Source: an optimization exercise on an open RTL-to-GDS flow (aim: small area and a short achievable clock period). Production flows keep margins and buffers that such runs may drop. RTL that was checked went through simulation tests only; none was proved equivalent to the original. No functional check of the RTL was part of run 2. No activity file was given, so power comes from the tool's default toggle rates.

## flow/run.sh

```bash
#!/bin/bash
# synth_recipe.tcl (not shown) runs the flow's synth.tcl, then flattens the netlist and writes it again
# the make line also repeats each setting of config.mk as NAME=value (left out here)
make -C /OpenROAD-flow-scripts/flow DESIGN_CONFIG=/design/flow/config.mk WORK_HOME=/design/flow/orfs CLKGATE_MAP_FILE= SYNTH_SCRIPT=/design/flow/synth_recipe.tcl finish
```

## flow/config.mk

```make
export PLATFORM = sky130hd
export DESIGN_NAME = pdua
export DESIGN_NICKNAME = pdua
export VERILOG_FILES = /design/flow/design.v
export SDC_FILE = /design/flow/constraint.sdc
export NUM_CORES = 4
export LEC_CHECK = 0
export CAP_MARGIN = 20
export CORE_MARGIN = 2
export CORE_UTILIZATION = 40
export SLEW_MARGIN = 20
```

## flow/constraint.sdc

```tcl
create_clock -name core_clock -period 5.5 [get_ports {clk}]
set_input_delay 1.1000 -clock core_clock [delete_from_list [all_inputs] [get_ports {clk}]]
set_output_delay 1.1000 -clock core_clock [all_outputs]
set_load 0.01 [all_outputs]
```

## flow/design.v

```verilog
module pdua #(
  parameter int MAX_WIDTH  = 8,
  parameter int ADDR_WIDTH = 3
) (
  input  logic                  clk,
  input  logic                  rst,
  input  logic                  wr_rdn,
  input  logic                  enaf,
  input  logic [2:0]            selop,
  input  logic [1:0]            shamt,
  output logic                  C,
  output logic                  N,
  output logic                  P,
  output logic                  Z,
  input  logic                  bank_wr_en,
  input  logic [ADDR_WIDTH-1:0] BusB_addr,
  input  logic [ADDR_WIDTH-1:0] BusC_addr,
  input  logic                  sclr,
  input  logic                  ir_en,
  input  logic                  mar_en,
  input  logic                  mdr_en,
  input  logic                  mdr_alu_n,
  output logic [4:0]            out_IR
);
  localparam int NUM_REGS  = 1 << ADDR_WIDTH;
  localparam int MEM_DEPTH = 1 << MAX_WIDTH;
  localparam logic [ADDR_WIDTH-1:0] REG_ONE = ADDR_WIDTH'(5);
  localparam logic [ADDR_WIDTH-1:0] REG_ACC = ADDR_WIDTH'(7);
  logic [MAX_WIDTH-1:0] bank [NUM_REGS];
  logic [MAX_WIDTH-1:0] mem  [MEM_DEPTH];
  logic [MAX_WIDTH-1:0] mar, mdr, ir;
  logic [MAX_WIDTH-1:0] bus_a, bus_b, bus_c;
  logic [MAX_WIDTH-1:0] y, s;
  logic [MAX_WIDTH:0]   wide;
  logic                 alu_c, s_c;
  assign bus_a = bank[REG_ACC];
  assign bus_b = bank[BusB_addr];
  always_comb begin
    y     = '0;
    alu_c = 1'b0;
    wide  = '0;
    case (selop)
      3'b000: y = bus_b;
      3'b001: y = ~bus_a;
      3'b010: y = bus_a & bus_b;
      3'b011: y = bus_a | bus_b;
      3'b100: y = bus_a ^ bus_b;
      3'b101: begin
        wide  = {1'b0, bus_a} + {1'b0, bus_b};
        y     = wide[MAX_WIDTH-1:0];
        alu_c = wide[MAX_WIDTH];
      end
      3'b110: begin
        wide  = {1'b0, bus_b} + (MAX_WIDTH+1)'(1);
        y     = wide[MAX_WIDTH-1:0];
        alu_c = wide[MAX_WIDTH];
      end
      default: begin
        wide  = {1'b0, bus_a} - {1'b0, bus_b};
        y     = wide[MAX_WIDTH-1:0];
        alu_c = wide[MAX_WIDTH];
      end
    endcase
  end
  always_comb begin
    s   = y;
    s_c = alu_c;
    case (shamt)
      2'b01: begin
        s   = {y[MAX_WIDTH-2:0], 1'b0};
        s_c = y[MAX_WIDTH-1];
      end
      2'b10: begin
        s   = {1'b0, y[MAX_WIDTH-1:1]};
        s_c = y[0];
      end
      default: ;
    endcase
  end
  assign bus_c = mdr_alu_n ? mdr : s;
  always_ff @(posedge clk) begin
    if (rst) begin
      for (int i = 0; i < NUM_REGS; i++)
        bank[i] <= (i == int'(REG_ONE)) ? MAX_WIDTH'(1) : '0;
    end else if (!sclr && bank_wr_en && (BusC_addr != REG_ONE)) begin
      bank[BusC_addr] <= bus_c;
    end
  end
  always_ff @(posedge clk) begin
    if (rst || sclr) begin
      C   <= 1'b0;
      N   <= 1'b0;
      P   <= 1'b0;
      Z   <= 1'b0;
      mar <= '0;
      mdr <= '0;
      ir  <= '0;
    end else begin
      if (enaf) begin
        C <= s_c;
        N <= s[MAX_WIDTH-1];
        P <= ^s;
        Z <= (s == '0);
      end
      if (mar_en)
        mar <= bus_c;
      if (mdr_en)
        mdr <= wr_rdn ? bus_c : mem[mar];
      if (ir_en)
        ir <= mdr;
    end
  end
  always_ff @(posedge clk) begin
    if (!rst && !sclr && wr_rdn)
      mem[mar] <= mdr;
  end
  assign out_IR = ir[MAX_WIDTH-1 -: 5];
endmodule
```

==> results of run 1 <==
## power by group
part | switching, µW | internal (µW)
Combinational | 908 | 575
Sequential | 88.6 | 17900
Clock | 6090 | 7820
## flip-flops by register name, summed over array words and instances (netlist names), named ones only
| register | flops |
|---|---|
| ir | 5 |
| mar | 8 |
| P | 1 |
| mdr | 8 |
| mem | 2048 |
| N | 1 |
| Z | 1 |
| bank | 64 |
| C | 1 |
## through the flow
stage / TNS (ns) / instances
final: 0 / 7197
after global routing: 0 / 7195
after CTS: 0 / 7191
after detailed placement: -0.266 / 6810
after global placement: -0.246 / 6809
after floorplan: 0 / 3966
## cell families after synthesis
group,count (synthesis),share of synthesized area (%)
DFF,2145,75.3
muxes,691,17.6
and+or+nand+nor,591,3.03
buffers and inverters,261,1.43
AOI/OAI and AO/OA,224,1.95
adders and majority gates,35,0.532
xor gates and xnor gates,11,0.113
other,2,0.00883
## path summary, 6_finish.rpt
kind | from | to | slack [ns] | depth (start not counted)
setup / recovery | BusB_addr[1] | P | 0.50 | 19
hold / removal | ir[5] | ir[5] | 0.51 | 2
setup reg to reg | bank[7][0] | P | 0.96 | 17
hold reg to reg | ir[5] | ir[5] | 0.51 | 2
## metal layers
metal	vias up	track usage, %	wire [µm]
met5	-	0	13
met4	2	6.61	7040
met3	344	3.95	16100
met2	1639	30.7	101000
met1	22400	27.9	89800
li1	17000	-	-
## layout make-up
type | instances | area share, %
sequential | 2145 | 66.4
tap | 2821 | 3.66
inverter | 41 | 0.159
clock inverter | 133 | 1.18
antenna | 3 | 0.00777
clock buffer | 248 | 5.66
timing repair buffer | 246 | 2.43
multi-input combinational | 1560 | 20.5
## synthesized netlist by cell type (6+ instances only)
| cell type | n |
|---|---|
| xnor2_1 | 9 |
| and2_1 | 9 |
| clkbuf_1 | 98 |
| mux2i_1 | 38 |
| nand2b_1 | 16 |
| buf_2 | 82 |
| nand3b_1 | 9 |
| inv_1 | 38 |
| nand2_1 | 79 |
| o221ai_1 | 6 |
| mux2i_4 | 7 |
| and3_1 | 6 |
| a211oi_1 | 12 |
| o211ai_1 | 12 |
| nor2_1 | 357 |
| a21oi_1 | 40 |
| nand3_1 | 37 |
| o21ai_0 | 28 |
| edfxtp_1 | 2112 |
| nor3_1 | 18 |
| nor2b_1 | 26 |
| a22oi_1 | 41 |
| ha_1 | 33 |
| o22ai_1 | 8 |
| dfxtp_1 | 33 |
| buf_6 | 7 |
| mux4_2 | 636 |
| buf_4 | 15 |
| buf_1 | 16 |
| nand4_1 | 11 |
| mux2_2 | 8 |
| a31oi_1 | 11 |
| a311oi_1 | 6 |
## critical path, delay by kind of cell
| family | cells | cell delay, ns |
|---|---|---|
| adders and majority gates | 3 | 0.94 |
| AOI/OAI and AO/OA | 3 | 0.91 |
| buffers and inverters | 4 | 0.90 |
| and+or+nand+nor | 5 | 0.89 |
| muxes | 2 | 0.70 |
| xor gates and xnor gates | 2 | 0.28 |
==> impl_metrics.csv, run 1 <==
group,metric,value,unit
sta,rsz0062_at_grt,"false",
routing,firstDrtPassIters,6,
synth,yosysWarnings,1,
sta,fin_skew,0.0325,ns
sta,fin_ws,0.504,ns
cts,cts_max_level,4,
sta,setup_viol,0,
status,status,"no timing/DRC/antenna violations",
sta,finalHoldViolCount,0,
layout,register_area,0.0641,mm²
placement,dp_slack,-0.266,ns
floorplan,ios,30,
layout,drive_gt1_share,27.4,%
synth,synth-edff-count,2112,
sta,tightestPinTransition,1.22,ns
placement,portBuffers,29,
worst_setup_path,worstSetupEndpointType,"register",
sta,final_max_slew_viol_count,0,
global_routing,grt_pass1_vias,41900,
cts,cts_buffers,210,
synth,synth_flop_cell,"edfxtp_1",
cts,clk_latency,0.85,ns
synth,ys_async_sr_fraction,0,%
global_routing,grt_pass1_wl,308,mm
cts,cts.sink_count,2145,
global_routing,antenna_found_initial,5,
worst_setup_path,crit_path_max_fanout,4,
synth,yosysSeqAreaShare,75.3,%
cts,cts_buffer_depth,3,
sta,holdWs,0.506,ns
global_routing,grt_max_degree,258,
synth,synth.distinct_cells,87,
routing,via_count,41500,
synth,synthCells,3960,
cts,cts_root_buffer,"clkbuf_16",
cts,tritoncts,"yes",
synth,yosys-top-cells-area,"edfxtp_1 (75%), mux4_2 (17%), nor2_1 (1.6%)",
synth,ys_ff_latch,2145,
layout,final_common_cell,"edfxtp_1",
routing,detail_route.wl_per_cell,29.7,µm
global_routing,grt_use_total,19.7,%
cts,ctsHoldBuffers,0,
sta,slew_headroom,18.5,%
synth,yosys.area.top_type,"edfxtp_1",
min_path,hold_path_class,"register to register",
layout,most-common-layout-cells,"edfxtp_1 (2,112), mux4_2 (636), nor2_1 (357), clkbuf_16 (213), buf_4 (184)",
routing,drt_iter0_drc,4839,
layout,n_fill_cell,17500,
synth,syn_area,0.0851,mm²
cts,ctsResizeCount,0,
worst_setup_path,cp_slowest_cell,"mux4_2",
routing,ant_nets,0,
routing,drc,0,
sta,fin_crit,5.00,ns
floorplan,num_rows,169,
worst_setup_path,slowest_delay,0.54,ns
routing,wirelength,213,mm
pwr,power,33400,µW
layout,utilization,45.6,%
global_routing,grt.overflow.total,0,
layout,area_growth,13.5,%
floorplan,die_h,465,µm
placement,placed_area,0.0899,mm²
worst_setup_path,critPathLaunchType,"input port",
cts,clk_pin_slew,0.07,ns
placement,routabilityCongestion,0.870,
worst_setup_path,cp_cell_sequence,"clkdlybuf4s50_1, buf_4, mux4_2, mux2i_4, inv_1, ha_1, fa_1, and3_1, o311ai_0, buf_4, and4_1, nor3_1, and4_4, o221a_4, or2_2, ha_1, xnor2_1, xnor2_1, a211oi_1",
sta,finalCritPeriodShare,90.8,%
floorplan,die_w,465,µm
floorplan,die-area,0.216,mm²
placement,dp_hpwl,131,mm
pwr,power_density,346,mW/mm²
sta,fmax,200,MHz
routing,via_per_inst,5.76,
floorplan,core-area,0.212,mm²
worst_setup_path,worstSetupPathType,"input port to register",
pwr,p_leak,0.0295,µW
pwr,vdd.ir_drop.worst,372,µV
layout,final_net_count,4260,
cts,post_cts_buffers,0,
floorplan,initial_core_util,40.2,%
synth,synth.top_cell.area_share,74.6,%
worst_setup_path,crit_arrival,5.75,ns
flow_run,cap_violations,0,
layout,multi_input_area,0.0198,mm²
synth,avgSynthCellArea,21.5,µm²
layout,fin_area,0.0966,mm²
worst_setup_path,required,6.26,ns
==> run 2: changes to the inputs <==
==> flow/design.v (replaced) <==
module pdua #(
  parameter int MAX_WIDTH  = 8,
  parameter int ADDR_WIDTH = 3
) (
  input  logic                  clk,
  input  logic                  rst,
  input  logic                  wr_rdn,
  input  logic                  enaf,
  input  logic [2:0]            selop,
  input  logic [1:0]            shamt,
  output logic                  C,
  output logic                  N,
  output logic                  P,
  output logic                  Z,
  input  logic                  bank_wr_en,
  input  logic [ADDR_WIDTH-1:0] BusB_addr,
  input  logic [ADDR_WIDTH-1:0] BusC_addr,
  input  logic                  sclr,
  input  logic                  ir_en,
  input  logic                  mar_en,
  input  logic                  mdr_en,
  input  logic                  mdr_alu_n,
  output logic [4:0]            out_IR
);
  localparam int W         = MAX_WIDTH;
  localparam int NUM_REGS  = 1 << ADDR_WIDTH;
  localparam int MEM_DEPTH = 1 << MAX_WIDTH;
  localparam int REG_ONE   = 5;
  localparam int REG_ACC   = 7;
  logic [W-1:0] bank [NUM_REGS];
  logic [W-1:0] mar, mdr, ir;
  logic [W-1:0] bus_a, bus_b, bus_c;
  logic [W-1:0] y, s;
  logic         alu_c, s_c;
  assign bus_a = bank[REG_ACC];
  always_comb begin
    bus_b = '0;
    for (int i = 0; i < NUM_REGS; i++)
      if (BusB_addr == ADDR_WIDTH'(i))
        bus_b = (i == REG_ONE) ? W'(1) : bank[i];
  end
  logic [W:0] sum_ab, inc_b, sub_ab;
  assign sum_ab = {1'b0, bus_a} + {1'b0, bus_b};
  assign inc_b  = {1'b0, bus_b} + (W+1)'(1);
  assign sub_ab = {1'b0, bus_a} - {1'b0, bus_b};
  always_comb begin
    case (selop)
      3'b000:  {alu_c, y} = {1'b0, bus_b};
      3'b001:  {alu_c, y} = {1'b0, ~bus_a};
      3'b010:  {alu_c, y} = {1'b0, bus_a & bus_b};
      3'b011:  {alu_c, y} = {1'b0, bus_a | bus_b};
      3'b100:  {alu_c, y} = {1'b0, bus_a ^ bus_b};
      3'b101:  {alu_c, y} = sum_ab;
      3'b110:  {alu_c, y} = inc_b;
      default: {alu_c, y} = sub_ab;
    endcase
  end
  always_comb begin
    case (shamt)
      2'b01:   {s_c, s} = {y, 1'b0};
      2'b10:   {s_c, s} = {y[0], 1'b0, y[W-1:1]};
      default: {s_c, s} = {alu_c, y};
    endcase
  end
  assign bus_c = mdr_alu_n ? mdr : s;
  always_ff @(posedge clk) begin
    for (int i = 0; i < NUM_REGS; i++) begin
      if (i != REG_ONE) begin
        if (rst)
          bank[i] <= '0;
        else if (!sclr && bank_wr_en && BusC_addr == ADDR_WIDTH'(i))
          bank[i] <= bus_c;
      end
    end
  end
  assign bank[REG_ONE] = W'(1);
  logic               ph;
  logic [W-1:0]       mem_q [MEM_DEPTH];
  logic [MEM_DEPTH-1:0] sel, wr, hold;
  logic [W-1:0]       wdat, rd_raw, rd;
  logic               mem_we;
  assign mem_we = wr_rdn && !rst && !sclr;
  always_comb begin
    for (int i = 0; i < MEM_DEPTH; i++) begin
      sel[i]  = (mar == W'(i));
      wr[i]   = sel[i] && mem_we;
      hold[i] = !wr[i];
    end
  end
  assign wdat = mdr ^ {W{ph}};
  always_ff @(posedge clk)
    ph <= !ph;
  for (genvar i = 0; i < MEM_DEPTH; i++) begin : g_word
    for (genvar j = 0; j < W; j++) begin : g_bit
      pdua_mem_bit u_bit (
        .clk  (clk),
        .wr   (wr[i]),
        .hold (hold[i]),
        .wdat (wdat[j]),
        .q    (mem_q[i][j])
      );
    end
  end
  always_comb begin
    rd_raw = '0;
    for (int i = 0; i < MEM_DEPTH; i++)
      rd_raw = rd_raw | (mem_q[i] & {W{sel[i]}});
  end
  assign rd = rd_raw ^ {W{ph}};
  always_ff @(posedge clk) begin
    if (rst || sclr) begin
      C   <= 1'b0;
      N   <= 1'b0;
      P   <= 1'b0;
      Z   <= 1'b0;
      mar <= '0;
      mdr <= '0;
      ir  <= '0;
    end else begin
      if (enaf) begin
        C <= s_c;
        N <= s[W-1];
        P <= ^s;
        Z <= (s == '0);
      end
      if (mar_en)
        mar <= bus_c;
      if (mdr_en)
        mdr <= wr_rdn ? bus_c : rd;
      if (ir_en)
        ir <= mdr;
    end
  end
  assign out_IR = ir[W-1 -: 5];
endmodule
module pdua_mem_bit (
  input  logic clk,
  input  logic wr,
  input  logic hold,
  input  logic wdat,
  output logic q
);
  always_ff @(posedge clk)
    q <= ~((q | wr) & (wdat | hold));
endmodule
--- a/flow/config.mk
+++ b/flow/config.mk
@@ -8,4 +8,6 @@
 export CAP_MARGIN = 20
 export CORE_MARGIN = 2
 export CORE_UTILIZATION = 40
+export SETUP_SLACK_MARGIN = 2.6
 export SLEW_MARGIN = 20
+export SYNTH_HIERARCHICAL = 1
==> run 2 against run 1 <==
Compared with the run above:
- the run now fails in global routing
- area after synthesis fell by 10%
- synthesized cell count increased by 93%
==> impl_metrics.csv, run 2 <==
group,metric,value,unit
cts,cts_buffers,221,
global_routing,grt_use_total,69.8,%
synth,synth-edff-count,0,
synth,yosysWarnings,13,
synth,synth_flop_cell,"dfxtp_1",
synth,yosys-top-cells-count,"o22ai_1 (2,226), dfxtp_1 (2,130), a22oi_1 (444)",
floorplan,num_rows,160,
status,status,"did not finish",
synth,synth_compound_gate_area_share,29.7,%
floorplan,die_w,441,µm
placement,routabilityCongestion,1.24,
synth,yosysSeqAreaShare,55.9,%
synth,synthCells,7645,
synth,synth_xor_area_share,0.264,%
placement,portBuffers,29,
synth,synth_simple_gate_area_share,8.80,%
cts,cts_root_buffer,"clkbuf_16",
synth,syn_area,0.0763,mm²
cts,cts.sink_count,2130,
placement,placed_cells,10600,
synth,yosys-top-cells-area,"dfxtp_1 (56%), o22ai_1 (18%), a22oi_1 (4.4%)",
cts,cts_max_level,4,
placement,placed_area,0.0857,mm²
global_routing,grt.overflow.total,1,
synth,avgSynthCellArea,9.99,µm²
status,error,"[ERROR GRT-0232] Routing congestion too high. Check the congestion heatmap in the GUI.",
synth,synth_top_family_by_area,"compound AO/OA/AOI/OAI gates",
synth,ys_ff_latch,2130,
synth,synth_adder_area_share,0.701,%
synth,ys_async_sr_fraction,0,%
cts,cts_buffer_depth,3,
placement,dp_hpwl,475,mm
synth,yosys.area.top_type,"dfxtp_1",
synth,synth_most_common_cell,"o22ai_1",
floorplan,initial_core_util,40.2,%
status,stop_stage,"global routing",
floorplan,ios,30,
synth,synth.top_cell.area_share,55.9,%
synth,synth_mux_area_share,0.818,%
floorplan,die_h,441,µm
global_routing,grt_max_degree,142,
synth,synth.distinct_cells,85,
## run 2: cell count changes after synthesis, sizes merged, moves of 122 or more
cell and change:
o22ai +2217, buf +135, a32oi +172, a22oi +402, dfxtp +2097, nand3 +265, nor2 -122, mux4 -634
edfxtp -2112, inv +253, nand2 +282
## run 2: per-stage QoR
stage	power, µW	worst slack (ns)	utilization (%)	hold WS, ns	setup TNS [ns]
4_1_cts	34000	1.39	52.7	0.438	0
3_5_place_dp	18000	-0.144	45.1	0.429	-0.643
3_3_place_gp	18000	-0.213	45.1	0.422	-1.03
2_1_floorplan	16900	0.810	-	0.413	0
## run 2: per-layer routing
metal / track usage (%) / overflow
met5: 37.5 / 0
met3: 56.8 / 0
met1: 72.6 / 0
met4: 64.6 / 0
met2: 81.9 / 1
## run 2: what timing repair did
item,CTS
setup endpoints to repair,2119
hold buffers,0
pin swaps,135
gates resized for setup,863
cloned,18
buffers inserted,275
hold endpoints to repair,0
## run 2: how the worst max path moves through the flow
stage,start,end,slack [ns],cells after the start
CTS,bank[3][0],P,1.39,23
detailed placement,BusB_addr[2],bank[3][5],-0.14,20
global placement,BusB_addr[0],P,-0.21,21
floorplan,BusB_addr[2],P,0.81,23
## run 2: per-module statistics from Yosys (local to each module, per instance)
module	flip-flops and latches	cells	times used
pdua	82	3549	1
pdua_mem_bit	1	2	2048
## run 2: power by group through the flow
stage               Combinational, µW  Sequential, µW  Clock [µW]
floorplan                         820           16000           0
detailed placement               1850           16200           0
global placement                 1850           16200           0
CTS                              2140           15800       16000
## run 2: cell families after synthesis
| logic type | count (synthesis) |
|---|---|
| compound gates | 3364 |
| flops | 2130 |
| simple gates | 1317 |
| buf+inv | 710 |
| mux | 59 |
| fa+ha+maj | 42 |
| xor+xnor | 23 |

[separate check: timing with driven ports]
How much do the figures lean on ideal ports? The routed layout below was timed once more, with nothing changed but the port constraints. Step 1: set_driving_cell puts a clkbuf_16 on clk and a buf_2 on each other input, an assumption about the parent block. Step 2 also shifts input and output timing later by t, the mid clock arrival at the registers, as if the neighbouring blocks saw the same clock. Slacks: no drivers / after step 1 / after step 2; pairs: no drivers / after step 1.
run: run 1
t, ns: 0.938
setup WS [ns]: 0.504 / 0.575 / -0.363
slew at the worst register clock pin (ns): 0.07 / 0.07
With both steps, setup timing fails in run 1, where it was met with ideal ports. The setup slack of run 1 moves by +0.071 ns with the drivers and by -0.867 ns with both steps.
